This is an optimization exercise on Yosys and OpenROAD, whose aim is small area and a short achievable clock period, not a production implementation. At most, simulation tests tie the RTL to the original design; equivalence was not proved. Function not checked in runs 4 and 5: the RTL went through the layout flow alone. The clock input has no modelled driver; a real chip could not lean on it and would need a root buffer or a full tree. Power figures rest on the tool's default switching activity, not on a simulated workload.

File: flow/config.mk
export PLATFORM = sky130hd
export DESIGN_NAME = accel_controller
export DESIGN_NICKNAME = accel_controller
export VERILOG_FILES = /design/flow/design.v
export SDC_FILE = /design/flow/constraint.sdc
export NUM_CORES = 4
export LEC_CHECK = 0
export ABC_AREA = 1
export CAP_MARGIN = 20
export CORE_MARGIN = 2
export CORE_UTILIZATION = 65
export CTS_BUF_LIST = sky130_fd_sc_hd__clkbuf_16
export CTS_CLUSTER_DIAMETER = 100
export CTS_CLUSTER_SIZE = 30
export PLACE_DENSITY = 0.75
export SETUP_SLACK_MARGIN = 4.9
export SLEW_MARGIN = 20
File: flow/constraint.sdc
create_clock -name core_clock -period 7.5 [get_ports {clk}]
set_input_delay 1.5000 -clock core_clock [delete_from_list [all_inputs] [get_ports {clk}]]
set_output_delay 1.5000 -clock core_clock [all_outputs]
set_load 0.01 [all_outputs]
File: flow/design.v
package accel_pkg;
    localparam int cfg_w = 10;
    localparam int pe_count = 4;
    localparam int window_cols = pe_count + 2;
    localparam int ifmap_buf_depth = 192;
    localparam int filter_buf_depth = 128;
    localparam int ifmap_buf_aw = $clog2(ifmap_buf_depth);
    localparam int filter_buf_aw = $clog2(filter_buf_depth);
    localparam int result_count = 16;
    localparam int result_sel_w = $clog2(result_count);
    localparam int max_ci = ifmap_buf_depth / window_cols;
endpackage
`timescale 1ns/10ps
module accel_controller #(
    parameter int SRAM_ADDR_W = 17
) (
    input  logic                                  clk,
    input  logic                                  rst,
    input  logic                                  start,
    input  logic [accel_pkg::cfg_w-1:0]           confi,
    output logic [SRAM_ADDR_W-1:0]                ifmap_sram_addr,
    output logic [SRAM_ADDR_W-1:0]                filter_sram_addr,
    output logic                                  ifmap_sram_ren,
    output logic                                  filter_sram_ren,
    output logic [accel_pkg::ifmap_buf_aw-1:0]    ifmap_buffer_waddr,
    output logic                                  ifmap_buffer_wen,
    output logic [accel_pkg::filter_buf_aw-1:0]   filter_buffer_waddr,
    output logic                                  filter_buffer_wen,
    output logic [accel_pkg::pe_count-1:0][accel_pkg::ifmap_buf_aw-1:0]  ifmap_raddr,
    output logic [accel_pkg::pe_count-1:0]                               ifmap_ren,
    output logic [accel_pkg::pe_count-1:0][accel_pkg::filter_buf_aw-1:0] filter_raddr,
    output logic [accel_pkg::pe_count-1:0]                               filter_ren,
    output logic [accel_pkg::result_sel_w-1:0]    result_sel,
    output logic                                  post_unit_wen
);
    logic [3:0] cs;          
    logic       r_i, r_f;    
    logic       w_i, w_f;    
    logic [3:0] pen;         
    logic       q;           
    logic       ts_r;        
    logic [7:0]  pc;         
    logic        nc0;        
    logic [9:0]  h_r;
    logic [11:0] wr;         
    logic [5:0]  ci_r;
    logic [7:0]  cc;         
    logic [9:0]  rr;         
    logic [7:0]  gg;         
    logic        cl_r, rl_r;
    logic        ds_r;       
    logic [16:0] hw5;        
    logic [16:0] a_r;        
    logic [2:0]  ik;
    logic        k5;
    logic        xs_r, xf_r;    
    logic [4:0]  ich;
    logic [14:0] f_r;        
    logic        fe_r;
    logic [5:0]  y0h, y1h, y2h, y3h;
    logic [3:0]  x1h, x2h, x3h;
    logic [9:0] w_r;
    logic busy, accept, ds, pc_clr, iend, gl;
    logic [4:0] cim1;
    logic k5_n, fil_n, xs_n, xf_n;
    assign w_r = wr[9:0];
    assign busy = r_i | w_i | (|pen) | q;
    assign accept = start && (cs == 4'd0) && !busy;
    assign cim1 = 5'(ci_r - 6'd1);
    assign ds = pen[3] && !pen[2];
    assign pc_clr = (r_i ^ w_i) || ds_r;
    assign iend = k5 && (ich == 5'd0);
    assign gl = cl_r && rl_r;
    always_ff @(posedge clk or posedge rst)
    begin
        if (rst)
        begin
            cs <= 4'd0;
            r_i <= 1'b0;
            r_f <= 1'b0;
            w_i <= 1'b0;
            w_f <= 1'b0;
            pen <= 4'd0;
            q <= 1'b0;
            ts_r <= 1'b0;
            xs_r <= 1'b0;
            xf_r <= 1'b0;
        end
        else
        begin
            if (cs == 4'd0)
                cs <= {3'd0, accept};
            else if (cs == 4'd8)
                cs <= 4'd0;
            else
                cs <= cs + 4'd1;
            xs_r <= xs_n;
            xf_r <= xf_n;
            ts_r <= (cs == 4'd3) || (q && (pc[3:0] == 4'd14) && (gg != 8'd0));
            if (ts_r)
                r_i <= 1'b1;
            else if (iend)
                r_i <= 1'b0;
            if (ts_r)
                r_f <= 1'b1;
            else if (fe_r)
                r_f <= 1'b0;
            w_i <= r_i;
            w_f <= r_f;
            if (w_i && !r_i)
                pen[0] <= 1'b1;
            else if (pc[4:0] == cim1)
                pen[0] <= 1'b0;
            pen[3:1] <= pen[2:0];
            if (ds)
                q <= 1'b1;
            else if (pc[3:0] == 4'd15)
                q <= 1'b0;
        end
    end
    logic [11:0] bd_r;       
    logic        bn_r;       
    logic        bf_r, be_r;   
    logic [11:0] bmag;
    logic        bo, bt;
    logic [16:0] badd;
    logic [17:0] bsum;
    logic [14:0] bacc;
    logic        x2, x1, x0;
    assign x2 = (cs == 4'd2) ? 1'b0 : wr[9];
    assign x1 = (cs == 4'd2) ? 1'b0 : wr[8];
    assign x0 = (cs == 4'd2) ? confi[9] : wr[7];
    assign bo = x1 ^ x0;
    assign bt = (x2 && !x1 && !x0) || (!x2 && x1 && x0);
    assign bmag = bo ? {2'd0, h_r} : (bt ? {1'd0, h_r, 1'b0} : 12'd0);
    assign badd = {{5{bn_r}}, bd_r};
    assign bacc = bf_r ? 15'd31 : hw5[14:0];
    assign bsum = {bacc, 1'b1, be_r, 1'b1} + {badd, bn_r};
    always_ff @(posedge clk)
    begin
        if (cs == 4'd1)
            h_r <= confi;
        if (cs == 4'd2)
            wr <= {2'b00, confi};
        else if (cs >= 4'd3 && cs <= 4'd8)
            wr <= {wr[9:0], wr[11:10]};
        bd_r <= x2 ? ~bmag : bmag;
        bf_r <= (cs == 4'd2);
        be_r <= (cs != 4'd6);
        bn_r <= x2;
        if (cs == 4'd3)
            ci_r <= confi[5:0];
        if (cs >= 4'd3 && cs <= 4'd8)
            hw5 <= bsum[17:1];
    end
    always_ff @(posedge clk)
    begin
        ds_r <= pen[2] && !pen[1];
        if (cs == 4'd3)
            cl_r <= (w_r[9:2] == {6'd0, ~w_r[1], w_r[1]});
        else if (cs < 4'd4 || cs > 4'd8)
            cl_r <= (cc == {6'd0, ~w_r[1], w_r[1]});
        rl_r <= (rr == 10'd1);
        if (cs == 4'd3 || (ds_r && cl_r))
            cc <= w_r[9:2];
        else if (ds_r)
            cc <= cc - 8'd1;
        if (cs == 4'd2 || (ds_r && cl_r && rl_r))
            rr <= h_r;
        else if (ds_r && cl_r)
            rr <= rr - 10'd1;
        if (cs == 4'd4)
            gg <= confi[9:2];
        else if (ds_r && cl_r && rl_r)
            gg <= gg - 8'd1;
    end
    logic [16:0] asum;
    logic [7:0]  astep;      
    logic [8:0]  xu_r;       
    logic        ac_r;       
    logic [7:0]  dm;
    assign fil_n = ts_r || (r_i && !iend);
    assign k5_n = !ts_r && !k5 && (ik == 3'd4) && fil_n;
    assign xs_n = (r_i && iend) || (xs_r && (ich != 5'd0));
    assign xf_n = xs_r && (ich == 5'd0);
    assign dm = 8'((cl_r ? 8'(4'd6 + {~w_r[1], w_r[0]}) : 8'd4) + {1'b1, ~cim1, 2'b00});
    assign asum = a_r + {xu_r, astep};
    always_ff @(posedge clk)
    begin
        if (k5_n)
            astep <= hw5[7:0];
        else if (xs_n)
            astep <= ~hw5[7:0];
        else if (xf_n)
            astep <= dm;
        else
            astep <= {7'd0, fil_n};
        if (k5_n)
            xu_r <= hw5[16:8];
        else if (xs_n)
            xu_r <= ~hw5[16:8];
        else
            xu_r <= {9{xf_n && dm[7]}};
        ac_r <= accept || (xf_n && gl);
        a_r <= ac_r ? 17'd0 : asum;
        ik <= (ts_r || k5) ? 3'd0 : ik + 3'd1;
        k5 <= k5_n;
        ich <= (ts_r || (r_i && iend)) ? cim1 : ich - {4'd0, k5 | xs_r};
    end
    logic [14:0] fsum;
    logic [6:0]  e_c;        
    logic        sd_n, fe_n, fph_n;
    logic [7:0]  fa_r;       
    assign e_c = 7'(7'd1 - 7'(3 * ci_r));
    assign sd_n = r_f && w_i && (pc[1:0] == 2'd1);
    assign fe_n = sd_n && (pc[6:2] == cim1);
    assign fph_n = ts_r || (r_f && !fe_r);
    assign fsum = f_r + {{8{fa_r[7]}}, fa_r[6:0]};
    always_ff @(posedge clk)
    begin
        fe_r <= fe_n;
        if (fe_n)
            fa_r <= gl ? 8'd1 : {1'b1, ~cim1, 2'b01};
        else if (fph_n)
            fa_r <= sd_n ? {1'b1, e_c} : {2'd0, ci_r};
        else
            fa_r <= 8'd0;
        f_r <= (cs == 4'd1) ? 15'd0 : fsum;
    end
    always_ff @(posedge clk)
    begin
        pc <= pc_clr ? 8'd0 : pc + 8'd1;
        nc0 <= pc_clr ? 1'b1 : pc[0];
        y0h <= pc_clr ? 6'd0 : 6'(({y0h, pc[0]} + 7'd3) >> 1);
        y1h <= y0h;
        y2h <= y1h + {5'd0, nc0};
        y3h <= y2h;
        x1h <= pc[4:1];
        x2h <= x1h;
        x3h <= x2h;
    end
    assign ifmap_sram_ren = r_i;
    assign filter_sram_ren = r_f;
    assign ifmap_buffer_wen = w_i;
    assign filter_buffer_wen = w_f;
    assign ifmap_sram_addr = a_r;
    assign filter_sram_addr = {2'b00, f_r};
    assign ifmap_buffer_waddr = pc;
    assign filter_buffer_waddr = pc[6:0];
    assign result_sel = pc[3:0];
    assign post_unit_wen = q;
    assign ifmap_ren = pen;
    assign filter_ren = pen;
    assign filter_raddr[0] = {pc[4:0], 2'd0};
    assign filter_raddr[1] = {x1h, nc0, 2'd1};
    assign filter_raddr[2] = {x2h, pc[0], 2'd2};
    assign filter_raddr[3] = {x3h, nc0, 2'd3};
    assign ifmap_raddr[0] = {y0h, pc[0], 1'b0};
    assign ifmap_raddr[1] = {y1h, nc0, 1'b1};
    assign ifmap_raddr[2] = {y2h, nc0, 1'b0};
    assign ifmap_raddr[3] = {y3h, pc[0], 1'b1};
endmodule
File: flow/flow/run.sh
#!/bin/bash
set -euo pipefail
export BUFFER_PORTS_ARGS="-buffer_cell sky130_fd_sc_hd__buf_1"
# optional settings for flow/clk_flatten.tcl (CLK_ROOTS, CLK_ROOT_CELL)
if [[ -f flow/env ]]; then set -a; source flow/env; set +a; fi
ARGS=()
if [[ -f flow/make_args ]]; then read -r -a ARGS < flow/make_args; fi
bash standard.sh "${ARGS[@]}" cts > standard_cts.log 2>&1
R=$PWD/orfs/results/sky130hd/accel_controller/base
cp $R/4_cts.odb $R/4_cts_orig.odb
CTS_ODB=$R/4_cts_orig.odb CTS_ODB_OUT=$R/4_cts.odb openroad -no_init -exit flow/clk_flatten.tcl > clk_flatten.log 2>&1
bash standard.sh "${ARGS[@]}" finish > standard_finish.log 2>&1
File: flow/flow/clk_flatten.tcl
# Clock tree rework after CTS, before routing:
#  1. take the tree's middle level out, so one buffer fans out to all the leaf buffers;
#  3. drop the dummy loads CTS adds for balancing.
# Every register still gets its clock through two buffers: a root and a leaf.
read_db $::env(CTS_ODB)
set block [ord::get_db_block]
set clk_net [$block findNet clk]
set nroots [expr {[info exists ::env(CLK_ROOTS)] ? $::env(CLK_ROOTS) : 4}]
set root ""
foreach it [$clk_net getITerms] {
  if {[[$it getMTerm] getIoType] == "INPUT"} { set root [$it getInst] }
}
set root_master [$root getMaster]
if {[info exists ::env(CLK_ROOT_CELL)]} { set root_master [[ord::get_db] findMaster $::env(CLK_ROOT_CELL)] }
puts "root buffer: [$root getName] ([$root_master getName])"
set root_out [[$root findITerm X] getNet]
# 1. bypass buffers that only drive buffers
set changed 1
while {$changed} {
  set changed 0
  foreach it [$root_out getITerms] {
    set inst [$it getInst]
    if {$inst == $root} { continue }
    if {![string match "*clkbuf*" [[$inst getMaster] getName]]} { continue }
    set xo [$inst findITerm X]
    set onet [$xo getNet]
    if {$onet == "NULL"} { continue }
    set loads {}
    set ok 1
    foreach lt [$onet getITerms] {
      if {[$lt getInst] == $inst} { continue }
      if {![string match "*clkbuf*" [[[$lt getInst] getMaster] getName]] && ![string match "clkload*" [[$lt getInst] getName]]} { set ok 0 }
      lappend loads $lt
    }
    if {!$ok} { continue }
    foreach lt $loads { $lt disconnect; $lt connect $root_out }
    $it disconnect
    $xo disconnect
    puts "bypassed [$inst getName], [llength $loads] loads moved"
    odb::dbInst_destroy $inst
    odb::dbNet_destroy $onet
    set changed 1
    break
  }
}
# 3. dummy loads
foreach inst [$block getInsts] {
  if {[string match "clkload*" [$inst getName]]} {
    puts "removed dummy load [$inst getName] ([[$inst getMaster] getName])"
    foreach it [$inst getITerms] { if {[$it getNet] != "NULL"} { $it disconnect } }
    odb::dbInst_destroy $inst
  }
}
# 2. split the root
set leaves {}
foreach it [$root_out getITerms] {
  if {[$it getInst] == $root} { continue }
  set b [[$it getInst] getBBox]
  lappend leaves [list $it [expr {([$b xMin] + [$b xMax]) / 2}] [expr {([$b yMin] + [$b yMax]) / 2}]]
}
set n [llength $leaves]
if {$nroots > 1 && $n > 1} {
  if {$nroots > $n} { set nroots $n }
  # k-means on the leaf positions, seeded along the x-sorted order
  set sorted [lsort -integer -index 1 $leaves]
  set cents {}
  for {set k 0} {$k < $nroots} {incr k} {
    set l [lindex $sorted [expr {int(($k + 0.5) * $n / $nroots)}]]
    lappend cents [list [lindex $l 1] [lindex $l 2]]
  }
  for {set iter 0} {$iter < 30} {incr iter} {
    set sx [lrepeat $nroots 0]; set sy [lrepeat $nroots 0]; set sc [lrepeat $nroots 0]
    set assign {}
    foreach l $leaves {
      set best 0; set bd -1
      for {set k 0} {$k < $nroots} {incr k} {
        set c [lindex $cents $k]
        set d [expr {abs([lindex $l 1] - [lindex $c 0]) + abs([lindex $l 2] - [lindex $c 1])}]
        if {$bd < 0 || $d < $bd} { set bd $d; set best $k }
      }
      lappend assign $best
      lset sx $best [expr {[lindex $sx $best] + [lindex $l 1]}]
      lset sy $best [expr {[lindex $sy $best] + [lindex $l 2]}]
      lset sc $best [expr {[lindex $sc $best] + 1}]
    }
    for {set k 0} {$k < $nroots} {incr k} {
      if {[lindex $sc $k] > 0} {
        lset cents $k [list [expr {[lindex $sx $k] / [lindex $sc $k]}] [expr {[lindex $sy $k] / [lindex $sc $k]}]]
      }
    }
  }
  set rb [$root getBBox]
  set rw [expr {[$rb xMax] - [$rb xMin]}]
  for {set k 0} {$k < $nroots} {incr k} {
    if {[lindex $sc $k] == 0} { continue }
    set net [odb::dbNet_create $block "clknet_root_$k"]
    $net setSigType CLOCK
    set inst [odb::dbInst_create $block $root_master "clkbuf_root_$k"]
    set c [lindex $cents $k]
    $inst setLocation [expr {[lindex $c 0] - $rw / 2}] [lindex $c 1]
    $inst setPlacementStatus PLACED
    [$inst findITerm A] connect $clk_net
    [$inst findITerm X] connect $net
    foreach it [$inst getITerms] {
      set m [$it getMTerm]
      if {[$m getSigType] == "POWER"} { $it connect [$block findNet VDD] }
      if {[$m getSigType] == "GROUND"} { $it connect [$block findNet VSS] }
    }
    set cnt 0
    foreach l $leaves a $assign {
      if {$a == $k} { set lt [lindex $l 0]; $lt disconnect; $lt connect $net; incr cnt }
    }
    puts "root $k at ([lindex $c 0], [lindex $c 1]) drives $cnt leaf buffers"
  }
  foreach it [$root getITerms] { if {[$it getNet] != "NULL"} { $it disconnect } }
  odb::dbInst_destroy $root
  odb::dbNet_destroy $root_out
  detailed_placement
  check_placement -verbose
}
write_db $::env(CTS_ODB_OUT)
File: flow/flow/env
CLK_ROOT_CELL=sky130_fd_sc_hd__clkbuf_8
CLK_ROOTS=3
File: flow/standard.sh
#!/bin/bash
# synth_recipe.tcl (not shown) runs the flow's synth.tcl, then flattens the netlist and writes it again
# the make line also repeats each setting of config.mk as NAME=value (left out here)
make -C /OpenROAD-flow-scripts/flow DESIGN_CONFIG=/design/flow/config.mk WORK_HOME=/design/flow/orfs CLKGATE_MAP_FILE= SYNTH_SCRIPT=/design/flow/synth_recipe.tcl "${@:-finish}"
==> results of run 1 <==
-- cells in the mapped netlist (2+ instances only) --
cell / count
sky130_fd_sc_hd__a21o_1: 2
sky130_fd_sc_hd__o21ai_0: 76
sky130_fd_sc_hd__nor2_1: 158
sky130_fd_sc_hd__nand2_1: 471
sky130_fd_sc_hd__nand2_2: 12
sky130_fd_sc_hd__nor3_1: 12
sky130_fd_sc_hd__clkbuf_1: 4
sky130_fd_sc_hd__nand3_2: 3
sky130_fd_sc_hd__xnor2_1: 9
sky130_fd_sc_hd__a21oi_1: 65
sky130_fd_sc_hd__ha_1: 81
sky130_fd_sc_hd__nor4_1: 2
sky130_fd_sc_hd__or2_2: 5
sky130_fd_sc_hd__nor2_4: 2
sky130_fd_sc_hd__inv_1: 183
sky130_fd_sc_hd__nand3_1: 105
sky130_fd_sc_hd__conb_1: 2
sky130_fd_sc_hd__nand3b_1: 6
sky130_fd_sc_hd__o21ai_2: 3
sky130_fd_sc_hd__dfxtp_1: 132
sky130_fd_sc_hd__fa_1: 5
sky130_fd_sc_hd__and2_1: 4
sky130_fd_sc_hd__dfrtp_1: 15
sky130_fd_sc_hd__xor2_1: 27
sky130_fd_sc_hd__buf_2: 10
sky130_fd_sc_hd__buf_4: 44
sky130_fd_sc_hd__nand4_1: 16
sky130_fd_sc_hd__o21a_1: 5
sky130_fd_sc_hd__inv_2: 2
sky130_fd_sc_hd__o22ai_1: 2
sky130_fd_sc_hd__edfxtp_1: 70
sky130_fd_sc_hd__nor2_2: 3
sky130_fd_sc_hd__a31oi_1: 5
sky130_fd_sc_hd__nand2_4: 2
sky130_fd_sc_hd__o21bai_1: 4
-- repair_timing --
action                                  in CTS  in global routing
hold endpoints to repair                     0                  0
setup buffers                                2                  4
pin swaps                                    1                  1
gates cloned                                 1                  0
endpoints found under the setup margin      35                 30
gates resized for setup                     12                  0
-- per-layer routing --
metal,vias up,routed length [µm],global-route usage
met1,4445,12100,0.367
met4,0,301,0.0447
met3,33,1100,0.0306
li1,5120,-,-
met5,-,0,0
met2,234,12000,0.434
-- cells by family after synthesis --
family,count (synthesis),share of synthesized area
adder cells (fa/ha/maj),86,0.0936
other,2,0.000632
flip-flops,217,0.431
AND/OR/NAND/NOR,803,0.282
XOR/XNOR,36,0.0265
buffers and inverters,244,0.0926
AO/OA/AOI/OAI,166,0.0745
-- sequential cells by signal (all words and copies together) (netlist names), 9 cells and up --
register / count
a_r: 17
bd_r: 12
f_r: 15
h_r: 10
hw5: 17
rr: 10
wr: 12
xu_r: 9
-- metrics by stage --
step,hold WS [ns],instance area (µm²),instances,total power [mW],util
floorplan,0.382,11900,1566,4.91,-
global placement,0.334,12300,1860,5.62,0.684
detailed placement,0.335,12300,1860,5.71,0.684
CTS,0.355,12700,1879,6.42,0.705
global route,0.358,12600,1878,6.96,0.701
finish,0.350,12600,1878,6.32,0.701
-- worst max-delay path by stage --
| stage | start | to | slack [ns] |
|---|---|---|---|
| after floorplan | cs[0] | wr[0] | 5.23 |
| after global placement | cs[0] | wr[7] | 4.89 |
| after detailed placement | cs[0] | wr[5] | 4.79 |
| after CTS | pc[5] | ifmap_buffer_waddr[5] | 4.91 |
| after global routing | ci_r[0] | astep[6] | 4.91 |
| final | pc[0] | filter_raddr[16] | 5.02 |
-- layout make-up --
type                       count  area (µm²)
fill                        1567        5360
inverter                     185         694
tap                          229         287
multi-input combinational   1106        5730
sequential                   217        5140
clock buffer                   8         200
buffer                         3        41.3
timing repair buffer         130         512
-- report_power, final --
group / total (mW) / switching, mW / internal [mW] / leakage, nW
Combinational: 3.48 / 2.27 / 1.21 / 4.12
Sequential: 2.27 / 0.383 / 1.89 / 1.93
Clock: 0.560 / 0.330 / 0.231 / 0.120
==> flow_summary.rst, run 1 <==
.. list-table::
   :header-rows: 1

   * - Metric
     - Value
   * - CTS Hold Bufs
     - 0
   * - Antenna Diode Count
     - 0
   * - VDD IR max
     - 0.000331 V
   * - Total standard cell area after synthesis
     - 11900 µm²
   * - Area inside the core boundary
     - between 15000 and 20000 µm²
   * - Worst slew slack as a fraction of its limit
     - 0.351
   * - Slowest Stage Delay on Critical Path
     - 0.45 ns
   * - Global-route congestion overflow total
     - 0
   * - Most instantiated flip-flop cell in the synthesis netlist
     - sky130_fd_sc_hd__dfxtp_1
   * - Count of routing violations after the opening detailed-route iteration
     - 599
   * - Ratio of cells with drive above 1 in the final layout
     - 0.0358
   * - Post-synth EDFFs
     - 70
   * - Area share of the largest cell type after synthesis
     - 0.222
   * - Number of synthesis warnings
     - 1
   * - Worst EP arrival
     - 0.98 ns
   * - Total vias in the final route
     - just under 10000
   * - Critical path depth
     - 1
   * - Global-route wire length before repair
     - between 40000 and 50000 µm
   * - Max-cap check violation count
     - 0
   * - Shortest clock period the worst path allows after layout
     - 2.48 ns
   * - Status
     - finished clean
   * - Routed WL
     - 25500 µm
   * - Unrepaired setup endpoints after global routing
     - no
   * - Kind of critical path
     - register to primary output
   * - Placement row count
     - between 40 and 50
   * - Share of synthesized area occupied by flip-flops and latches
     - 0.431
   * - Largest net degree at the start of global routing
     - 31
   * - Origin of the critical flop-to-flop path
     - cs[0]
   * - Family with the most delay on the worst path
     - flip-flops
   * - Fmax
     - roughly 400 MHz
   * - Cell types with the largest area share after synthesis
     - sky130_fd_sc_hd__dfxtp_1 22%, sky130_fd_sc_hd__edfxtp_1 18%, sky130_fd_sc_hd__nand2_1 15%, sky130_fd_sc_hd__ha_1 8.5%, sky130_fd_sc_hd__inv_1 5.8%
   * - Top fanout value on the critical path
     - 13
   * - Final setup violation count
     - 0
   * - Clock transition at the register clock pins on the worst setup and hold paths after CTS
     - about 0.10 ns
   * - Skew-Pair Late Insertion Delay
     - 0.36 ns
   * - Layout-stage area growth over the synthesis result
     - 5.97%
   * - Most frequent cells in the layout
     - 471 x sky130_fd_sc_hd__nand2_1, 183 x sky130_fd_sc_hd__inv_1, 158 x sky130_fd_sc_hd__nor2_1, 127 x sky130_fd_sc_hd__dfxtp_1, 123 x sky130_fd_sc_hd__buf_1
   * - Routed wirelength normalized by instance count
     - 13.6 µm
   * - Initial antenna violation count
     - 0
   * - Vias in the first global route
     - 8782
   * - Endpoint, Worst Hold
     - x2h[3]
   * - Depth of the worst register-to-register path
     - 6
   * - Leakage power
     - 6.17 nW
   * - Worst EP required
     - about 6.0 ns
   * - Flop2flop setup slack
     - 5.14 ns
   * - Largest area contributor in the synthesized netlist
     - sky130_fd_sc_hd__dfxtp_1
   * - Minimum setup slack in the final design
     - 5.02 ns
   * - Number of ports placed on the die boundary
     - 139
   * - Endpoint type of the worst setup path
     - primary output
   * - Syn avg cell area
     - roughly 7.7 µm²
   * - Buffers added on ports
     - 124
   * - Worst Hold Depth
     - 0
   * - Number of library cell types mapped by synthesis
     - 42
   * - Cell breakdown of the critical path
     - buf_1
   * - Power Density
     - between 500 and 600 nW/µm²
   * - Height of the die
     - 139 µm
   * - Transition time at the pin with the least slew margin
     - 0.974 ns
   * - Synth async-reset ratio
     - 0.0691
   * - Residual DRC count
     - 0
   * - Clock net sink count
     - around 220
   * - Half-perimeter wire length after detailed placement
     - just under 20000 µm
   * - Layout Skew
     - 0.0661 ns
   * - Worst Setup Slack post-DPL
     - 4.79 ns
   * - Starting Density
     - 0.662
   * - Startpoint kind of the worst setup timing path
     - register
   * - Floorplan die width
     - ~140 µm
   * - Commonest non-fill, non-tap cell in the layout
     - sky130_fd_sc_hd__nand2_1
   * - Antenna viol nets, final
     - 0
   * - Final critical-path share of the clock period
     - 0.330
   * - CP max-delay cell
     - sky130_fd_sc_hd__dfxtp_4
   * - Die Footprint
     - between 15000 and 20000 µm²
   * - Max-slew violation total from the final report
     - 0
   * - Total buffers and inverters traversed by the critical path
     - 1
   * - Count of TritonRoute iterations in the first routing pass
     - 5
   * - Gate count of the mapped netlist
     - 1554
   * - Overall fraction of global-route tracks in use
     - 0.258
   * - Worst Min Path Start
     - x1h[3]
   * - Capture instance of the worst register-to-register path
     - gg[5]
   * - Synthesized flop and latch total
     - 217
   * - Number of hold-slack violations in the final timing report
     - 0
   * - Sum Neg Setup Slack
     - 0 ns
   * - Post-DR vias/cell
     - 5.24
   * - Net count reported at finish
     - 1750
   * - Routability congestion estimate
     - 0.907
   * - Hold crit path type
     - register to register
==> inputs of run 2 (changes only) <==
--- a/flow/config.mk
+++ b/flow/config.mk
@@ -6,5 +6,4 @@
 export NUM_CORES = 4
 export LEC_CHECK = 0
-export ABC_AREA = 1
 export CAP_MARGIN = 20
 export CORE_MARGIN = 2
==> flow_summary.rst, run 2 <==
.. list-table::
   :header-rows: 1

   * - Metric
     - Value
   * - Max-cap check violation count
     - 0
   * - Floorplan die width
     - between 100 and 150 µm
   * - Number of synthesis warnings
     - 1
   * - Power, Total
     - 6.13 mW
   * - Sequential power share
     - 0.381
   * - Antenna viol nets, final
     - 0
   * - Total placed cells including tap cells
     - 1391
   * - Kind of critical path
     - register to primary output
   * - Buffers added on ports
     - 124
   * - Area inside the core boundary
     - around 17000 µm²
   * - Portion of total power attributed to combinational logic
     - 0.529
   * - Total vias in the final route
     - between 7000 and 8000
   * - Routability congestion estimate
     - 0.850
   * - Overall fraction of global-route tracks in use
     - 0.233
   * - Vias in the first global route
     - ~7200
   * - Slowest Stage Delay on Critical Path
     - ~0.44 ns
   * - Initial antenna violation count
     - 0
   * - Die Footprint
     - 17900 µm²
   * - Final setup violation count
     - 0
   * - Endpoint type of the worst setup path
     - primary output
   * - Met1 Track Usage GR
     - 0.323
   * - Sum Neg Setup Slack
     - 0 ns
   * - Leakage power
     - 4.89 nW
   * - Hold crit path type
     - register to register
   * - Final critical-path share of the clock period
     - 0.327
   * - Routed WL
     - ~21000 µm
   * - Post-synth EDFFs
     - 70
   * - Fin cells
     - 1408
   * - Number of hold-slack violations in the final timing report
     - 0
   * - Family with the most delay on the worst path
     - flip-flops
   * - Largest net degree at the start of global routing
     - 31
   * - Worst slew slack as a fraction of its limit
     - 0.550
   * - Worst EP arrival
     - 0.95 ns
   * - Post-DR vias/cell
     - about 5.5
   * - Status
     - finished clean
   * - Count of routing violations after the opening detailed-route iteration
     - 380
   * - Total standard cell area after synthesis
     - around 11000 µm²
   * - Max-slew violation total from the final report
     - 0
   * - Total buffers and inverters traversed by the critical path
     - 1
   * - Most common cell in the netlist
     - sky130_fd_sc_hd__dfxtp_1
   * - Ratio of cells with drive above 1 in the final layout
     - 0.0589
   * - Global-route track usage on met3
     - 0.0287
   * - Synthesized flop and latch total
     - 217
   * - Half-perimeter wire length after detailed placement
     - 15500 µm
   * - Clock transition at the register clock pins on the worst setup and hold paths after CTS
     - 0.11 ns
   * - Most instantiated flip-flop cell in the synthesis netlist
     - sky130_fd_sc_hd__dfxtp_1
   * - Routed wirelength normalized by instance count
     - around 15 µm
   * - Area share of the largest cell type after synthesis
     - 0.241
   * - Skew-Pair Late Insertion Delay
     - roughly 0.34 ns
   * - Startpoint kind of the worst setup timing path
     - register
   * - Biggest registers after layout
     - a_r: 17 flops, hw5: 17 flops, f_r: 15 flops
   * - Fmax
     - a little over 400 MHz
   * - GRT busiest layer
     - met2
   * - Global-route wire length before repair
     - 34400 µm
   * - Net switching power of the design
     - 2.58 mW
   * - Number of library cell types mapped by synthesis
     - between 80 and 90
   * - Share of synthesized area occupied by flip-flops and latches
     - 0.467
   * - CTS Hold Bufs
     - 0
   * - Syn avg cell area
     - 10.0 µm²
   * - Top fanout value on the critical path
     - 4
   * - Number of ports placed on the die boundary
     - 139
   * - Cell breakdown of the critical path
     - buf_1
   * - Layout Skew
     - 0.0519 ns
   * - Residual DRC count
     - 0
   * - Transition time at the pin with the least slew margin
     - 0.675 ns
   * - Largest area contributor in the synthesized netlist
     - sky130_fd_sc_hd__dfxtp_1
   * - Net count reported at finish
     - approximately 1300
   * - Starting Density
     - 0.664
   * - VDD IR max
     - 0.000310 V
   * - Shortest clock period the worst path allows after layout
     - 2.45 ns
   * - Internal cell power
     - around 3.5 mW
   * - Worst EP required
     - 6.00 ns
   * - Antenna Diode Count
     - 0
   * - Clock net sink count
     - roughly 220
   * - Most frequent cells in the layout
     - 124 x sky130_fd_sc_hd__dfxtp_1, 124 x sky130_fd_sc_hd__buf_1, 111 x sky130_fd_sc_hd__nand2_1, 95 x sky130_fd_sc_hd__nor2_1, 80 x sky130_fd_sc_hd__ha_1
   * - Met2 routing resource usage after global routing
     - 0.396
   * - CP max-delay cell
     - sky130_fd_sc_hd__dfrtp_1
   * - Count of TritonRoute iterations in the first routing pass
     - 5
   * - Fillers
     - 1335
   * - Layout-stage area growth over the synthesis result
     - 6.60%
   * - Unrepaired setup endpoints after global routing
     - no
   * - Synth async-reset ratio
     - 0.0691
   * - Power Density
     - 525 nW/µm²
   * - Cell types with the highest counts after synthesis
     - 132 x sky130_fd_sc_hd__dfxtp_1, 112 x sky130_fd_sc_hd__nand2_1, 95 x sky130_fd_sc_hd__nor2_1, 81 x sky130_fd_sc_hd__ha_1, 70 x sky130_fd_sc_hd__edfxtp_1
   * - Height of the die
     - 134 µm
   * - Cell types with the largest area share after synthesis
     - sky130_fd_sc_hd__dfxtp_1 24%, sky130_fd_sc_hd__edfxtp_1 19%, sky130_fd_sc_hd__ha_1 9.2%, sky130_fd_sc_hd__xnor2_1 5.0%, sky130_fd_sc_hd__nand2_1 3.8%
   * - Placement row count
     - 47
   * - Global-route congestion overflow total
     - 0
   * - Fraction of power spent switching nets
     - 0.421
   * - Clock share of power
     - 0.090
   * - Gate count of the mapped netlist
     - 1096
==> run 2: path summary, 6_finish.rpt <==
path | start | end | slack, ns | cells after the start
max in group asynchronous | rst | r_i | 5.84 | 2
max reg2reg | hw5[3] | hw5[11] | 5.08 | 8
min | y2h[2] | y3h[2] | 0.35 | 0
min reg2reg | y2h[2] | y3h[2] | 0.35 | 0
min in group asynchronous | rst | w_f | 1.20 | 2
max | r_f | filter_sram_ren | 5.05 | 1
==> run 2: power by group through the flow <==
stage	logic (mW)	registers (mW)	clock network [mW]
after floorplan	2.55	2.32	0
after global placement	3.12	2.36	0
after detailed placement	3.19	2.37	0
after CTS	3.24	2.34	0.661
after global routing	3.68	2.40	0.609
final	3.24	2.33	0.554
==> run 2: routing by layer <==
metal  vias up  part of all wire
met2       153              0.47
met1      3638              0.47
met5         -                 0
li1       3937                 -
met3        21             0.040
met4         0             0.015
==> run 2: final cells by class <==
cell class / count / area, µm² / area share
buffer: 3 / 41.3 / 0.00353
clock buffer: 8 / 200 / 0.0171
inverter: 56 / 210 / 0.0180
multi-input combinational: 770 / 5270 / 0.451
sequential: 217 / 5150 / 0.440
tap: 220 / 275 / 0.0235
timing repair buffer: 134 / 541 / 0.0462
==> run 2: timing repair <==
action / in CTS / in global routing
setup buffers: 3 / 3
resized for setup: 14 / 4
setup endpoints to repair: 29 / 26
==> run 2: kinds of logic (layout without fill, tap and decap cells) <==
| family | count (synthesis) | after routing | synth area share |
|---|---|---|---|
| xor gates and xnor gates | 101 | 101 | 0.0833 |
| muxes | 11 | 11 | 0.0106 |
| other | 2 | 14 | 0.000685 |
| adders and majority gates | 86 | 86 | 0.102 |
| and+or+nand+nor | 338 | 338 | 0.146 |
| DFF | 217 | 217 | 0.467 |
| buffers and inverters | 121 | 201 | 0.0567 |
| AOI/OAI and AO/OA | 220 | 220 | 0.135 |
==> run 2: metrics by stage <==
stage | hold WS [ns] | util | cell area, µm² | worst slack, ns
final | 0.353 | 0.707 | 11700 | 5.05
after global routing | 0.367 | 0.707 | 11700 | 4.95
after CTS | 0.355 | 0.710 | 11700 | 4.89
after detailed placement | 0.334 | 0.688 | 11400 | 4.95
after global placement | 0.330 | 0.688 | 11400 | 4.98
after floorplan | 0.382 | - | 11000 | 5.04
==> inputs of run 3 (changes only) <==
--- a/flow/config.mk
+++ b/flow/config.mk
@@ -8,9 +8,9 @@
 export CAP_MARGIN = 20
 export CORE_MARGIN = 2
-export CORE_UTILIZATION = 65
+export CORE_UTILIZATION = 55
 export CTS_BUF_LIST = sky130_fd_sc_hd__clkbuf_16
 export CTS_CLUSTER_DIAMETER = 100
 export CTS_CLUSTER_SIZE = 30
-export PLACE_DENSITY = 0.75
+export PLACE_DENSITY = 0.65
 export SETUP_SLACK_MARGIN = 4.9
 export SLEW_MARGIN = 20
==> flow_summary.rst, run 3 <==
.. list-table::
   :header-rows: 1

   * - Metric
     - Value
   * - Power, Total
     - 6.13 mW
   * - Largest net degree at the start of global routing
     - 31
   * - Routed wirelength normalized by instance count
     - ~15 µm
   * - Transition time at the pin with the least slew margin
     - 0.793 ns
   * - Hold crit path type
     - register to register
   * - Synth async-reset ratio
     - 0.0691
   * - Count of TritonRoute iterations in the first routing pass
     - 4
   * - Detail Route met2 WL
     - 9390 µm
   * - Status
     - finished clean
   * - Layout-stage area growth over the synthesis result
     - 7.47%
   * - Shortest clock period the worst path allows after layout
     - 2.48 ns
   * - Post-DR vias/cell
     - between 5 and 6
   * - Biggest registers after layout
     - a_r: 17 flops, hw5: 17 flops, f_r: 15 flops
   * - Total standard cell area after synthesis
     - 11000 µm²
   * - Kind of critical path
     - register to register
   * - Global-route wire length before repair
     - approximately 35000 µm
   * - Initial antenna violation count
     - 1
   * - Origin of the critical flop-to-flop path
     - bf_r
   * - Most common cell in the netlist
     - sky130_fd_sc_hd__dfxtp_1
   * - Floorplan die width
     - 145 µm
   * - Worst slew slack as a fraction of its limit
     - 0.467
   * - Global-route congestion overflow total
     - 0
   * - Synthesized flop and latch total
     - 217
   * - Cell types with the largest area share after synthesis
     - sky130_fd_sc_hd__dfxtp_1 24%, sky130_fd_sc_hd__edfxtp_1 19%, sky130_fd_sc_hd__ha_1 9.2%, sky130_fd_sc_hd__xnor2_1 5.0%, sky130_fd_sc_hd__nand2_1 3.8%
   * - Fmax
     - 404 MHz
   * - Die Footprint
     - 21100 µm²
   * - Clock net sink count
     - about 220
   * - Count of routing violations after the opening detailed-route iteration
     - between 300 and 400
   * - Fillers
     - roughly 1700
   * - Overall fraction of global-route tracks in use
     - 0.200
   * - Gate count of the mapped netlist
     - 1096
   * - Worst EP arrival
     - 2.59 ns
   * - Final setup violation count
     - 0
   * - Cell types with the highest counts after synthesis
     - 132 x sky130_fd_sc_hd__dfxtp_1, 112 x sky130_fd_sc_hd__nand2_1, 95 x sky130_fd_sc_hd__nor2_1, 81 x sky130_fd_sc_hd__ha_1, 70 x sky130_fd_sc_hd__edfxtp_1
   * - Largest area contributor in the synthesized netlist
     - sky130_fd_sc_hd__dfxtp_1
   * - Startpoint kind of the worst setup timing path
     - register
   * - Max-slew violation total from the final report
     - 0
   * - Uppermost layer routed
     - met4
   * - Post-synth EDFFs
     - 70
   * - Power Density
     - 520 nW/µm²
   * - VDD IR max
     - ~0.00026 V
   * - Buffers added on ports
     - 124
   * - Area share of the largest cell type after synthesis
     - 0.241
   * - Total vias in the final route
     - roughly 7700
   * - Worst Min Path Start
     - x2h[0]
   * - Length of routed met3 wiring
     - 768 µm
   * - Endpoint type of the worst setup path
     - register
   * - Number of library cell types mapped by synthesis
     - 82
   * - Vias in the first global route
     - 7123
   * - Unrepaired setup endpoints after global routing
     - yes
   * - Placement row count
     - 51
   * - Skew-Pair Late Insertion Delay
     - 0.34 ns
   * - Area inside the core boundary
     - 19500 µm²
   * - Number of synthesis warnings
     - 1
   * - Syn avg cell area
     - ~10 µm²
   * - Routability congestion estimate
     - 0.870
   * - Slowest Stage Delay on Critical Path
     - about 0.42 ns
   * - Most frequent cells in the layout
     - 123 x sky130_fd_sc_hd__buf_1, 122 x sky130_fd_sc_hd__dfxtp_1, 112 x sky130_fd_sc_hd__nand2_1, 95 x sky130_fd_sc_hd__nor2_1, 81 x sky130_fd_sc_hd__ha_1
   * - Minimum setup slack in the final design
     - 5.02 ns
   * - Ratio of cells with drive above 1 in the final layout
     - 0.0638
   * - Worst EP required
     - 7.61 ns
   * - Residual DRC count
     - 0
   * - CP max-delay cell
     - sky130_fd_sc_hd__dfxtp_2
   * - Top fanout value on the critical path
     - 15
   * - Worst setup path startpoint
     - bf_r
   * - Routed WL
     - 21300 µm
   * - Layout Skew
     - 0.0461 ns
   * - Cell breakdown of the critical path
     - or2_2 -> ha_1 -> a21oi_1 -> nand2_1 -> a41o_1 -> a221o_1 -> a21oi_2 -> xnor2_1
   * - Final critical-path share of the clock period
     - 0.330
   * - Number of ports placed on the die boundary
     - ~140
   * - Clock transition at the register clock pins on the worst setup and hold paths after CTS
     - 0.11 ns
   * - Most instantiated flip-flop cell in the synthesis netlist
     - sky130_fd_sc_hd__dfxtp_1
   * - Antenna viol nets, final
     - 0
   * - Net count reported at finish
     - roughly 1300
   * - Height of the die
     - between 100 and 150 µm
   * - Share of synthesized area occupied by flip-flops and latches
     - 0.467
   * - Half-perimeter wire length after detailed placement
     - 15700 µm
   * - Starting Density
     - 0.562
   * - Worst Hold Depth
     - 0
   * - Met1 layer wirelength in the final routing
     - 10700 µm
   * - Commonest non-fill, non-tap cell in the layout
     - sky130_fd_sc_hd__buf_1
   * - CTS Hold Bufs
     - 0
   * - Depth of the worst register-to-register path
     - 8
   * - Max-cap check violation count
     - 0
   * - Leakage power
     - between 4 and 5 nW
   * - Worst Setup Slack post-DPL
     - ~4.9 ns
   * - Number of hold-slack violations in the final timing report
     - 0
   * - Sum Neg Setup Slack
     - 0 ns
## run 3: cell counts after synthesis
Identical to the previous run, type by type.
## run 3: metrics by stage
| step | hold WS [ns] | utilization | instance area, µm² | cells |
|---|---|---|---|---|
| 2_1_floorplan | 0.382 | - | 11000 | 1108 |
| 3_3_place_gp | 0.333 | 0.585 | 11400 | 1435 |
| 3_5_place_dp | 0.336 | 0.585 | 11400 | 1435 |
| 4_1_cts | 0.355 | 0.605 | 11800 | 1459 |
| 5_1_grt | 0.327 | 0.603 | 11800 | 1457 |
| 6_report | 0.322 | 0.604 | 11800 | 1458 |
## run 3: cell families after synthesis
family	Yosys count	synth area share
multiplexers	11	0.0106
XOR/XNOR	101	0.0833
flip-flops	217	0.467
AO/OA/AOI/OAI	220	0.135
AND/OR/NAND/NOR	338	0.146
other	2	0.000685
adder cells (fa/ha/maj)	86	0.102
buffers and inverters	121	0.0567
## run 3: cell type report
type	count	area, µm²	area share
sequential	217	5150	0.437
antenna	1	2.50	0.000212
tap	265	332	0.0281
multi-input combinational	770	5280	0.448
inverter	56	210	0.0178
timing repair buffer	138	572	0.0485
clock buffer	8	200	0.0170
buffer	3	41.3	0.00350
## run 3: repair_timing
action	4_1_cts	5_1_grt
pin swaps	0	0
setup buffers	7	4
gates resized for setup	17	1
cloned	0	0
setup endpoints to repair	33	18
## run 3: metal layers
layer | up-vias | track usage
li1 | 3946 | -
met1 | 3615 | 0.294
met2 | 138 | 0.313
met3 | 19 | 0.0258
met4 | 0 | 0.0510
met5 | - | 0
## run 3: critical path: cells and delay by family, from the launching register on
kind	cells	cell delay (ns)
AOI/OAI and AO/OA	4	1.00
DFF	1	0.42
and+or+nand+nor	2	0.40
adders and majority gates	1	0.35
xor gates and xnor gates	1	0.07
## run 3: worst paths after layout
kind                            endpoint  slack [ns]
worst max-delay path             hw5[11]        5.02
worst min-delay path              x3h[0]        0.32
worst max register to register   hw5[11]        5.02
worst min register to register    x3h[0]        0.32
max in group asynchronous         pen[0]        5.75
min in group asynchronous         pen[3]        1.22
## run 3: power by group
part           leakage [nW]  switching, mW  internal [mW]  total, mW
Sequential             1.93          0.410           1.92       2.33
Combinational          2.86           1.84           1.40       3.24
Clock                 0.120          0.338          0.231      0.569
Total                  4.91           2.58           3.55       6.13
==> inputs of run 4 (changes only) <==
--- a/flow/design.v
+++ b/flow/design.v
@@ -43,5 +43,5 @@
     logic        nc0;        
     logic [9:0]  h_r;
-    logic [11:0] wr;         
+    logic [9:0]  wr;         
     logic [5:0]  ci_r;
     logic [7:0]  cc;         
@@ -64,5 +64,5 @@
     logic [4:0] cim1;
     logic k5_n, fil_n, xs_n, xf_n;
-    assign w_r = wr[9:0];
+    assign w_r = wr;
     assign busy = r_i | w_i | (|pen) | q;
     assign accept = start && (cs == 4'd0) && !busy;
@@ -120,5 +120,4 @@
     end
     logic [11:0] bd_r;       
-    logic        bn_r;       
     logic        bf_r, be_r;   
     logic [11:0] bmag;
@@ -130,11 +129,11 @@
     assign x2 = (cs == 4'd2) ? 1'b0 : wr[9];
     assign x1 = (cs == 4'd2) ? 1'b0 : wr[8];
-    assign x0 = (cs == 4'd2) ? confi[9] : wr[7];
+    assign x0 = (cs == 4'd2) ? confi[9] : (wr[7] && (cs != 4'd7));
     assign bo = x1 ^ x0;
     assign bt = (x2 && !x1 && !x0) || (!x2 && x1 && x0);
     assign bmag = bo ? {2'd0, h_r} : (bt ? {1'd0, h_r, 1'b0} : 12'd0);
-    assign badd = {{5{bn_r}}, bd_r};
+    assign badd = {{5{bd_r[11]}}, bd_r};
     assign bacc = bf_r ? 15'd31 : hw5[14:0];
-    assign bsum = {bacc, 1'b1, be_r, 1'b1} + {badd, bn_r};
+    assign bsum = {bacc, 1'b1, be_r, 1'b1} + {badd, bd_r[11]};
     always_ff @(posedge clk)
     begin
@@ -142,11 +141,10 @@
             h_r <= confi;
         if (cs == 4'd2)
-            wr <= {2'b00, confi};
-        else if (cs >= 4'd3 && cs <= 4'd8)
-            wr <= {wr[9:0], wr[11:10]};
+            wr <= confi;
+        else if (cs >= 4'd3 && cs <= 4'd7)
+            wr <= {wr[7:0], wr[9:8]};
         bd_r <= x2 ? ~bmag : bmag;
         bf_r <= (cs == 4'd2);
         be_r <= (cs != 4'd6);
-        bn_r <= x2;
         if (cs == 4'd3)
             ci_r <= confi[5:0];
--- a/flow/config.mk
+++ b/flow/config.mk
@@ -8,9 +8,9 @@
 export CAP_MARGIN = 20
 export CORE_MARGIN = 2
-export CORE_UTILIZATION = 55
+export CORE_UTILIZATION = 65
 export CTS_BUF_LIST = sky130_fd_sc_hd__clkbuf_16
 export CTS_CLUSTER_DIAMETER = 100
 export CTS_CLUSTER_SIZE = 30
-export PLACE_DENSITY = 0.65
+export PLACE_DENSITY = 0.75
 export SETUP_SLACK_MARGIN = 4.9
 export SLEW_MARGIN = 20
==> flow_summary.rst, run 4 <==
.. list-table::
   :header-rows: 1

   * - Metric
     - Value
   * - Status
     - finished clean
   * - Origin of the critical flop-to-flop path
     - bf_r
   * - Total vias in the final route
     - about 8000
   * - Worst slew slack as a fraction of its limit
     - 0.410
   * - Largest area contributor in the synthesized netlist
     - sky130_fd_sc_hd__dfxtp_1
   * - CTS Hold Bufs
     - 0
   * - Number of ports placed on the die boundary
     - 139
   * - Final worst hold slack
     - 0.354 ns
   * - Height of the die
     - ~130 µm
   * - Commonest non-fill, non-tap cell in the layout
     - sky130_fd_sc_hd__buf_1
   * - Minimum setup slack in the final design
     - ~5.0 ns
   * - Number of synthesis warnings
     - 1
   * - Worst EP required
     - about 7.7 ns
   * - Routed WL
     - between 20000 and 25000 µm
   * - Final setup violation count
     - 0
   * - Most frequent cells in the layout
     - 124 x sky130_fd_sc_hd__buf_1, 121 x sky130_fd_sc_hd__dfxtp_1, 104 x sky130_fd_sc_hd__nand2_1, 88 x sky130_fd_sc_hd__nor2_1, 80 x sky130_fd_sc_hd__ha_1
   * - Net count reported at finish
     - between 1000 and 1500
   * - Number of library cell types mapped by synthesis
     - 71
   * - Depth of the worst register-to-register path
     - 8
   * - Biggest registers after layout
     - a_r: 17 flops, hw5: 17 flops, f_r: 15 flops
   * - Layout Skew
     - between 0.05 and 0.06 ns
   * - Gate count of the mapped netlist
     - 1100
   * - Worst Setup Slack post-DPL
     - roughly 4.8 ns
   * - Overall fraction of global-route tracks in use
     - 0.247
   * - Antenna Diode Count
     - 0
   * - Cell types with the highest counts after synthesis
     - 129 x sky130_fd_sc_hd__dfxtp_1, 104 x sky130_fd_sc_hd__nand2_1, 88 x sky130_fd_sc_hd__nor2_1, 81 x sky130_fd_sc_hd__ha_1, 70 x sky130_fd_sc_hd__edfxtp_1
   * - Flop2flop setup slack
     - 4.99 ns
   * - Power Density
     - roughly 540 nW/µm²
   * - Max-slew violation total from the final report
     - 0
   * - Endpoint type of the worst setup path
     - register
   * - Residual DRC count
     - 0
   * - Clock net sink count
     - roughly 210
   * - Half-perimeter wire length after detailed placement
     - 16200 µm
   * - Ratio of cells with drive above 1 in the final layout
     - 0.0587
   * - Top fanout value on the critical path
     - 6
   * - Skew-Pair Late Insertion Delay
     - 0.35 ns
   * - Cell types with the largest area share after synthesis
     - sky130_fd_sc_hd__dfxtp_1 24%, sky130_fd_sc_hd__edfxtp_1 19%, sky130_fd_sc_hd__ha_1 9.2%, sky130_fd_sc_hd__xnor2_1 4.1%, sky130_fd_sc_hd__nand2_1 3.6%
   * - Global-route congestion overflow total
     - 0
   * - Placement row count
     - 47
   * - Most instantiated flip-flop cell in the synthesis netlist
     - sky130_fd_sc_hd__dfxtp_1
   * - Layout-stage area growth over the synthesis result
     - 7.11%
   * - Synth async-reset ratio
     - 0.0701
   * - Buffers added on ports
     - approximately 120
   * - Floorplan die width
     - around 130 µm
   * - Area share of the largest cell type after synthesis
     - 0.236
   * - Worst EP arrival
     - roughly 2.7 ns
   * - Routed wirelength normalized by instance count
     - 15.6 µm
   * - Area inside the core boundary
     - 16500 µm²
   * - Share of synthesized area occupied by flip-flops and latches
     - 0.462
   * - Count of TritonRoute iterations in the first routing pass
     - 5
   * - Final core utilization
     - 0.710
   * - Power, Total
     - roughly 6.3 mW
   * - Largest net degree at the start of global routing
     - 31
   * - Post-DR vias/cell
     - 5.67
   * - Most common cell in the netlist
     - sky130_fd_sc_hd__dfxtp_1
   * - Max-cap check violation count
     - 0
   * - Number of hold-slack violations in the final timing report
     - 0
   * - Antenna viol nets, final
     - 0
   * - Vias in the first global route
     - between 7000 and 8000
   * - Routability congestion estimate
     - ~0.87
   * - Transition time at the pin with the least slew margin
     - 0.882 ns
   * - Global-route wire length before repair
     - 36000 µm
   * - Clock transition at the register clock pins on the worst setup and hold paths after CTS
     - 0.11 ns
   * - Total standard cell area after synthesis
     - 11000 µm²
   * - Startpoint kind of the worst setup timing path
     - register
   * - Unrepaired setup endpoints after global routing
     - yes
   * - Syn avg cell area
     - roughly 10 µm²
   * - Hold crit path type
     - register to register
   * - Count of routing violations after the opening detailed-route iteration
     - 422
   * - Post-synth EDFFs
     - 70
   * - Capturing instance or port of the critical path
     - hw5[15]
   * - Final critical-path share of the clock period
     - 0.334
   * - Leakage power
     - 4.88 nW
   * - Kind of critical path
     - register to register
   * - Worst setup path startpoint
     - bf_r
   * - Initial antenna violation count
     - 0
   * - Die Footprint
     - 17900 µm²
   * - Capture instance of the worst register-to-register path
     - hw5[15]
   * - Sum Neg Setup Slack
     - 0 ns
   * - VDD IR max
     - 0.000249 V
   * - Shortest clock period the worst path allows after layout
     - 2.51 ns
   * - Fmax
     - 399 MHz
   * - Synthesized flop and latch total
     - approximately 210
   * - Starting Density
     - 0.663
==> run 4: changes by cell type after synthesis, moves of 5 or more <==
cell                       change
sky130_fd_sc_hd__o221ai_1      +5
sky130_fd_sc_hd__a221o_1       +8
sky130_fd_sc_hd__nand2_1       -8
sky130_fd_sc_hd__a221oi_1     +11
sky130_fd_sc_hd__inv_1         +7
sky130_fd_sc_hd__clkbuf_1      +5
sky130_fd_sc_hd__a22oi_1       -9
sky130_fd_sc_hd__xnor2_1      -11
sky130_fd_sc_hd__nor3_1       +10
sky130_fd_sc_hd__nor2_1        -7
sky130_fd_sc_hd__a21oi_1       +9
sky130_fd_sc_hd__o21ai_1      -15
sky130_fd_sc_hd__nor2b_1       -5
==> run 4: metal layers <==
metal / GRT usage / part of all wire / vias to the layer above
li1: - / - / 4008
met1: 0.333 / 0.45 / 3723
met2: 0.422 / 0.48 / 253
met3: 0.0351 / 0.054 / 31
met4: 0.0621 / 0.018 / 0
met5: 0 / 0 / -
==> run 4: final cells by class <==
| class | count | area, µm² |
|---|---|---|
| Timing Repair Buffer | 139 | 578 |
| Fill cell | 1300 | 4790 |
| Inverter | 62 | 233 |
| Clock buffer | 8 | 200 |
| Multi-Input combinational cell | 767 | 5320 |
| Sequential cell | 214 | 5090 |
| Buffer | 3 | 41.3 |
| Tap cell | 220 | 275 |
==> run 4: cell families (layout without fill, tap and decap cells) <==
logic type                 count (synthesis)  after routing  share of synthesized area
DFF                                      214            214                      0.462
other                                      2             14                   0.000685
and+or+nand+nor                          344            344                      0.152
AOI/OAI and AO/OA                        224            224                      0.141
xor gates and xnor gates                  87             87                     0.0722
muxes                                     12             12                     0.0112
adders and majority gates                 86             86                      0.102
buffers and inverters                    131            212                     0.0595
==> run 4: worst min path at each step <==
stage                         to  cells past startpoint  slack (ns)    from
after global placement    y3h[0]                      0        0.33  y2h[0]
final                     x2h[3]                      0        0.35  x1h[3]
after global routing      x2h[3]                      0        0.36  x1h[3]
after CTS                 x2h[3]                      0        0.35  x1h[3]
after floorplan           x2h[0]                      0        0.38  x1h[0]
after detailed placement  x2h[3]                      0        0.33  x1h[3]
==> run 4: power by group <==
part | switching, mW | leakage [nW] | internal, mW | total [mW]
Combinational | 1.96 | 2.85 | 1.47 | 3.43
Sequential | 0.427 | 1.91 | 1.90 | 2.33
Clock | 0.327 | 0.120 | 0.231 | 0.558
==> run 4: critical path, cell delays in order, from the launching register on <==
cell and delay [ns]:
sky130_fd_sc_hd__dfxtp_4 0.37, sky130_fd_sc_hd__buf_4 0.13, sky130_fd_sc_hd__or2_2 0.29, sky130_fd_sc_hd__ha_1 0.36, sky130_fd_sc_hd__a21o_1 0.19, sky130_fd_sc_hd__a22o_4 0.28
sky130_fd_sc_hd__a2111oi_4 0.35, sky130_fd_sc_hd__nor2_1 0.13, sky130_fd_sc_hd__o311ai_2 0.26
==> run 4: stage by stage <==
stage,instance area (µm²),instances
2_1_floorplan,11000,1112
3_3_place_gp,11300,1390
3_5_place_dp,11300,1390
4_1_cts,11800,1418
5_1_grt,11700,1413
6_report,11700,1413
==> run 4: repair_timing <==
action                     CTS  global route
setup endpoints to repair   32            24
gates resized for setup     16             4
pin swaps                    0             1
setup buffers               11             1
==> inputs of run 5 (changes only) <==
--- a/flow/design.v
+++ b/flow/design.v
@@ -43,5 +43,5 @@
     logic        nc0;        
     logic [9:0]  h_r;
-    logic [9:0]  wr;         
+    logic [11:0] wr;         
     logic [5:0]  ci_r;
     logic [7:0]  cc;         
@@ -49,10 +49,8 @@
     logic [7:0]  gg;         
     logic        cl_r, rl_r;
-    logic        ds_r;       
     logic [16:0] hw5;        
     logic [16:0] a_r;        
     logic [2:0]  ik;
     logic        k5;
-    logic        xs_r, xf_r;    
     logic [4:0]  ich;
     logic [14:0] f_r;        
@@ -63,13 +61,15 @@
     logic busy, accept, ds, pc_clr, iend, gl;
     logic [4:0] cim1;
-    logic k5_n, fil_n, xs_n, xf_n;
-    assign w_r = wr;
+    logic k5_n, fil_n, xs_n, xf_n, p0s, p0e;
+    assign w_r = wr[9:0];
     assign busy = r_i | w_i | (|pen) | q;
     assign accept = start && (cs == 4'd0) && !busy;
     assign cim1 = 5'(ci_r - 6'd1);
     assign ds = pen[3] && !pen[2];
-    assign pc_clr = (r_i ^ w_i) || ds_r;
+    assign pc_clr = (r_i ^ w_i) || ds;
     assign iend = k5 && (ich == 5'd0);
     assign gl = cl_r && rl_r;
+    assign p0s = w_i && !r_i;                         
+    assign p0e = pen[0] && (pc[4:0] == cim1);         
     always_ff @(posedge clk or posedge rst)
     begin
@@ -84,6 +84,4 @@
             q <= 1'b0;
             ts_r <= 1'b0;
-            xs_r <= 1'b0;
-            xf_r <= 1'b0;
         end
         else
@@ -95,6 +93,4 @@
             else
                 cs <= cs + 4'd1;
-            xs_r <= xs_n;
-            xf_r <= xf_n;
             ts_r <= (cs == 4'd3) || (q && (pc[3:0] == 4'd14) && (gg != 8'd0));
             if (ts_r)
@@ -108,7 +104,7 @@
             w_i <= r_i;
             w_f <= r_f;
-            if (w_i && !r_i)
+            if (p0s)
                 pen[0] <= 1'b1;
-            else if (pc[4:0] == cim1)
+            else if (p0e)
                 pen[0] <= 1'b0;
             pen[3:1] <= pen[2:0];
@@ -129,9 +125,9 @@
     assign x2 = (cs == 4'd2) ? 1'b0 : wr[9];
     assign x1 = (cs == 4'd2) ? 1'b0 : wr[8];
-    assign x0 = (cs == 4'd2) ? confi[9] : (wr[7] && (cs != 4'd7));
+    assign x0 = (cs == 4'd2) ? confi[9] : wr[7];
     assign bo = x1 ^ x0;
     assign bt = (x2 && !x1 && !x0) || (!x2 && x1 && x0);
     assign bmag = bo ? {2'd0, h_r} : (bt ? {1'd0, h_r, 1'b0} : 12'd0);
-    assign badd = {{5{bd_r[11]}}, bd_r};
+    assign badd = {{5{bd_r[11]}}, bd_r};      
     assign bacc = bf_r ? 15'd31 : hw5[14:0];
     assign bsum = {bacc, 1'b1, be_r, 1'b1} + {badd, bd_r[11]};
@@ -141,7 +137,7 @@
             h_r <= confi;
         if (cs == 4'd2)
-            wr <= confi;
-        else if (cs >= 4'd3 && cs <= 4'd7)
-            wr <= {wr[7:0], wr[9:8]};
+            wr <= {2'b00, confi};
+        else if (cs >= 4'd3 && cs <= 4'd8)
+            wr <= {wr[9:0], wr[11:10]};
         bd_r <= x2 ? ~bmag : bmag;
         bf_r <= (cs == 4'd2);
@@ -154,5 +150,4 @@
     always_ff @(posedge clk)
     begin
-        ds_r <= pen[2] && !pen[1];
         if (cs == 4'd3)
             cl_r <= (w_r[9:2] == {6'd0, ~w_r[1], w_r[1]});
@@ -160,15 +155,15 @@
             cl_r <= (cc == {6'd0, ~w_r[1], w_r[1]});
         rl_r <= (rr == 10'd1);
-        if (cs == 4'd3 || (ds_r && cl_r))
+        if (cs == 4'd3 || (ds && cl_r))
             cc <= w_r[9:2];
-        else if (ds_r)
+        else if (ds)
             cc <= cc - 8'd1;
-        if (cs == 4'd2 || (ds_r && cl_r && rl_r))
+        if (cs == 4'd2 || (ds && cl_r && rl_r))
             rr <= h_r;
-        else if (ds_r && cl_r)
+        else if (ds && cl_r)
             rr <= rr - 10'd1;
         if (cs == 4'd4)
             gg <= confi[9:2];
-        else if (ds_r && cl_r && rl_r)
+        else if (ds && cl_r && rl_r)
             gg <= gg - 8'd1;
     end
@@ -180,6 +175,6 @@
     assign fil_n = ts_r || (r_i && !iend);
     assign k5_n = !ts_r && !k5 && (ik == 3'd4) && fil_n;
-    assign xs_n = (r_i && iend) || (xs_r && (ich != 5'd0));
-    assign xf_n = xs_r && (ich == 5'd0);
+    assign xs_n = p0s || (pen[0] && !p0e);
+    assign xf_n = p0e;
     assign dm = 8'((cl_r ? 8'(4'd6 + {~w_r[1], w_r[0]}) : 8'd4) + {1'b1, ~cim1, 2'b00});
     assign asum = a_r + {xu_r, astep};
@@ -204,5 +199,5 @@
         ik <= (ts_r || k5) ? 3'd0 : ik + 3'd1;
         k5 <= k5_n;
-        ich <= (ts_r || (r_i && iend)) ? cim1 : ich - {4'd0, k5 | xs_r};
+        ich <= ts_r ? cim1 : ich - {4'd0, k5};
     end
     logic [14:0] fsum;
==> flow_summary.rst, run 5 <==
.. list-table::
   :header-rows: 1

   * - Metric
     - Value
   * - Status
     - finished clean
   * - Layout-stage area growth over the synthesis result
     - 11.0%
   * - Residual DRC count
     - 0
   * - Placement row count
     - 47
   * - Clock share of power
     - 0.085
   * - Worst slew slack as a fraction of its limit
     - 0.502
   * - Biggest registers after layout
     - a_r: 17 flops, hw5: 17 flops, f_r: 15 flops
   * - Startpoint kind of the worst setup timing path
     - register
   * - Number of library cell types mapped by synthesis
     - 68
   * - Most frequent cells in the layout
     - 124 x sky130_fd_sc_hd__buf_1, 122 x sky130_fd_sc_hd__dfxtp_1, 106 x sky130_fd_sc_hd__nand2_1, 93 x sky130_fd_sc_hd__nor2_1, 74 x sky130_fd_sc_hd__ha_1
   * - Ratio of cells with drive above 1 in the final layout
     - 0.0872
   * - Net switching power of the design
     - 2.84 mW
   * - Final core utilization
     - 0.729
   * - Initial antenna violation count
     - 0
   * - Net count reported at finish
     - 1303
   * - Largest net degree at the start of global routing
     - 31
   * - Floorplan die width
     - 133 µm
   * - Cell types with the highest counts after synthesis
     - 130 x sky130_fd_sc_hd__dfxtp_1, 106 x sky130_fd_sc_hd__nand2_1, 93 x sky130_fd_sc_hd__nor2_1, 79 x sky130_fd_sc_hd__ha_1, 71 x sky130_fd_sc_hd__o21ai_0
   * - Origin of the critical flop-to-flop path
     - ci_r[2]
   * - Largest area contributor in the synthesized netlist
     - sky130_fd_sc_hd__dfxtp_1
   * - Kind of critical path
     - register to register
   * - Transition time at the pin with the least slew margin
     - 0.741 ns
   * - Area of the multi-input gates
     - 5390 µm²
   * - Global-route congestion overflow total
     - 0
   * - Fillers
     - 1231
   * - Final worst hold slack
     - 0.355 ns
   * - Syn avg cell area
     - 9.92 µm²
   * - Gate count of the mapped netlist
     - 1085
   * - Most common cell in the netlist
     - sky130_fd_sc_hd__dfxtp_1
   * - Hold crit path type
     - register to register
   * - Antenna viol nets, final
     - 0
   * - Cell types with the largest area share after synthesis
     - sky130_fd_sc_hd__dfxtp_1 24%, sky130_fd_sc_hd__edfxtp_1 20%, sky130_fd_sc_hd__ha_1 9.2%, sky130_fd_sc_hd__xnor2_1 5.3%, sky130_fd_sc_hd__nand2_1 3.7%
   * - Die Footprint
     - roughly 18000 µm²
   * - CTS Hold Bufs
     - 0
   * - Sequential cell area
     - 5080 µm²
   * - Layout Skew
     - 0.0791 ns
   * - Sum Neg Setup Slack
     - 0 ns
   * - Synthesized flop and latch total
     - 214
   * - Portion of total power attributed to combinational logic
     - 0.562
   * - Flop2flop setup slack
     - approximately 5 ns
   * - Routed WL
     - between 20000 and 25000 µm
   * - Number of synthesis warnings
     - 1
   * - Depth of the worst register-to-register path
     - 10
   * - Routability congestion estimate
     - 0.888
   * - Worst EP arrival
     - 2.82 ns
   * - Number of hold-slack violations in the final timing report
     - 0
   * - Endpoint type of the worst setup path
     - register
   * - Antenna Diode Count
     - 0
   * - Clock net sink count
     - 214
   * - Vias in the first global route
     - 7043
   * - Area inside the core boundary
     - 16400 µm²
   * - Endpoint, Worst Hold
     - y3h[2]
   * - Unrepaired setup endpoints after global routing
     - yes
   * - Post-synth EDFFs
     - 70
   * - Total vias in the final route
     - 7991
   * - Height of the die
     - 133 µm
   * - Minimum setup slack in the final design
     - 4.92 ns
   * - Max-cap check violation count
     - 0
   * - Global-route wire length before repair
     - between 30000 and 40000 µm
   * - Overall fraction of global-route tracks in use
     - 0.243
   * - Worst Setup Slack post-DPL
     - 4.61 ns
   * - Buffers added on ports
     - about 120
   * - Fraction of power spent switching nets
     - 0.430
   * - Capture instance of the worst register-to-register path
     - xu_r[5]
   * - Post-DR vias/cell
     - 5.61
   * - Number of ports placed on the die boundary
     - 139
   * - Worst Hold Depth
     - 0
   * - Sequential power share
     - 0.353
   * - Skew-Pair Late Insertion Delay
     - 0.38 ns
   * - Count of routing violations after the opening detailed-route iteration
     - 425
   * - VDD IR max
     - 0.000284 V
[run 5: cell types whose count changed after synthesis, moves of 7 or more]
| cell | previous run | this run |
|---|---|---|
| sky130_fd_sc_hd__xnor2_1 | 51 | 65 |
| sky130_fd_sc_hd__o22a_1 | 10 | 1 |
| sky130_fd_sc_hd__o21ai_0 | 46 | 71 |
| sky130_fd_sc_hd__inv_1 | 60 | 48 |
| sky130_fd_sc_hd__a221oi_1 | 11 | 2 |
| sky130_fd_sc_hd__xor2_1 | 33 | 40 |
| sky130_fd_sc_hd__a221o_1 | 10 | 0 |
| sky130_fd_sc_hd__a22oi_1 | 0 | 9 |
[run 5: routing by layer]
layer | wire length (µm) | part of all wire | up-vias | track usage
met5 | 0 | 0 | - | 0
met4 | 472 | 0.021 | 0 | 0.0717
met3 | 947 | 0.042 | 38 | 0.0245
met2 | 11400 | 0.50 | 220 | 0.413
met1 | 9930 | 0.44 | 3780 | 0.332
li1 | - | - | 3953 | -
[run 5: cell families (layout without fill, tap and decap cells)]
family                   after synthesis  in the layout  share of synthesized area
AO/OA/AOI/OAI                        226            226                      0.132
buffers and inverters                115            222                     0.0561
XOR/XNOR                             107            107                     0.0896
flip-flops                           214            214                      0.470
AND/OR/NAND/NOR                      329            329                      0.144
other                                  2             14                   0.000698
multiplexers                           8              8                    0.00744
adder cells (fa/ha/maj)               84             84                      0.101
[run 5: worst max path at each step]
stage / startpoint / to / slack [ns] / cells after the start
floorplan: bf_r / hw5[16] / 4.94 / 10
global placement: ci_r[0] / xu_r[8] / 4.69 / 8
detailed placement: ci_r[0] / astep[7] / 4.61 / 8
CTS: pen[1] / filter_ren[1] / 4.90 / 1
global route: ci_r[1] / xu_r[0] / 4.80 / 10
finish: ci_r[2] / xu_r[5] / 4.92 / 10
[run 5: metrics by stage]
step                      cells  instance area (µm²)
final                      1424                12000
after floorplan            1097                10800
after detailed placement   1378                11200
after CTS                  1403                11700
after global placement     1377                11100
after global routing       1424                12000
[run 5: worst max-delay path, stage by stage (launching register included)]
cell and delay, ns:
sky130_fd_sc_hd__edfxtp_1 0.47, sky130_fd_sc_hd__inv_2 0.11, sky130_fd_sc_hd__ha_1 0.15, sky130_fd_sc_hd__a21boi_2 0.20
sky130_fd_sc_hd__xnor3_1 0.22, sky130_fd_sc_hd__o2111ai_4 0.17, sky130_fd_sc_hd__or3b_4 0.48, sky130_fd_sc_hd__a311oi_4 0.35
sky130_fd_sc_hd__buf_6 0.17, sky130_fd_sc_hd__a21oi_1 0.04, sky130_fd_sc_hd__o21ai_0 0.08
[run 5: power by group through the flow]
| stage | Clock, mW | Combinational, mW | Sequential, mW |
|---|---|---|---|
| 5_1_grt | 0.604 | 4.12 | 2.40 |
| 3_5_place_dp | 0 | 3.29 | 2.39 |
| 4_1_cts | 0.674 | 3.42 | 2.34 |
| 2_1_floorplan | 0 | 2.61 | 2.31 |
| 6_report | 0.560 | 3.71 | 2.34 |
| 3_3_place_gp | 0 | 3.18 | 2.38 |
[run 5: area by class of cell]
| type | instances | area share |
|---|---|---|
| multi-input combinational | 768 | 0.451 |
| sequential | 214 | 0.425 |
| clock buffer | 8 | 0.0167 |
| buffer | 3 | 0.00345 |
| timing repair buffer | 162 | 0.0651 |
| tap | 220 | 0.0230 |
| inverter | 49 | 0.0157 |
[run 5: timing repair]
item	4_1_cts	5_1_grt
gates cloned	0	1
pin swaps	3	15
endpoints found under the setup margin	81	46
buffers inserted	9	25
resized for setup	32	37

[static timing again, ports no longer ideal]
No port has a modelled driver above. Below, the same layouts with a new extraction and two added sets of constraints. Step 1 sets driving cells, clkbuf_16 on the clock port and buf_2 on the other inputs (assumed; they add their load-dependent delay and slew). Step 2 also shifts input and output timing later by t, the mid clock arrival at the registers, as if the neighbouring blocks saw the same clock. a / b / c = ideal / step 1 / step 2; a / b = the first two.
| run | t (ns) | setup slack, ns |
|---|---|---|
| run 1 | 0.392 | 5.024 / 4.961 / 4.993 |
| run 2 | 0.375 | 5.049 / 4.986 / 5.081 |
| run 3 | 0.394 | 5.025 / 4.986 / 5.025 |
| run 4 | 0.388 | 4.992 / 4.992 / 4.992 |
| run 5 | 0.408 | 4.915 / 4.915 / 4.915 |
After both steps setup and hold are still met in every run listed.
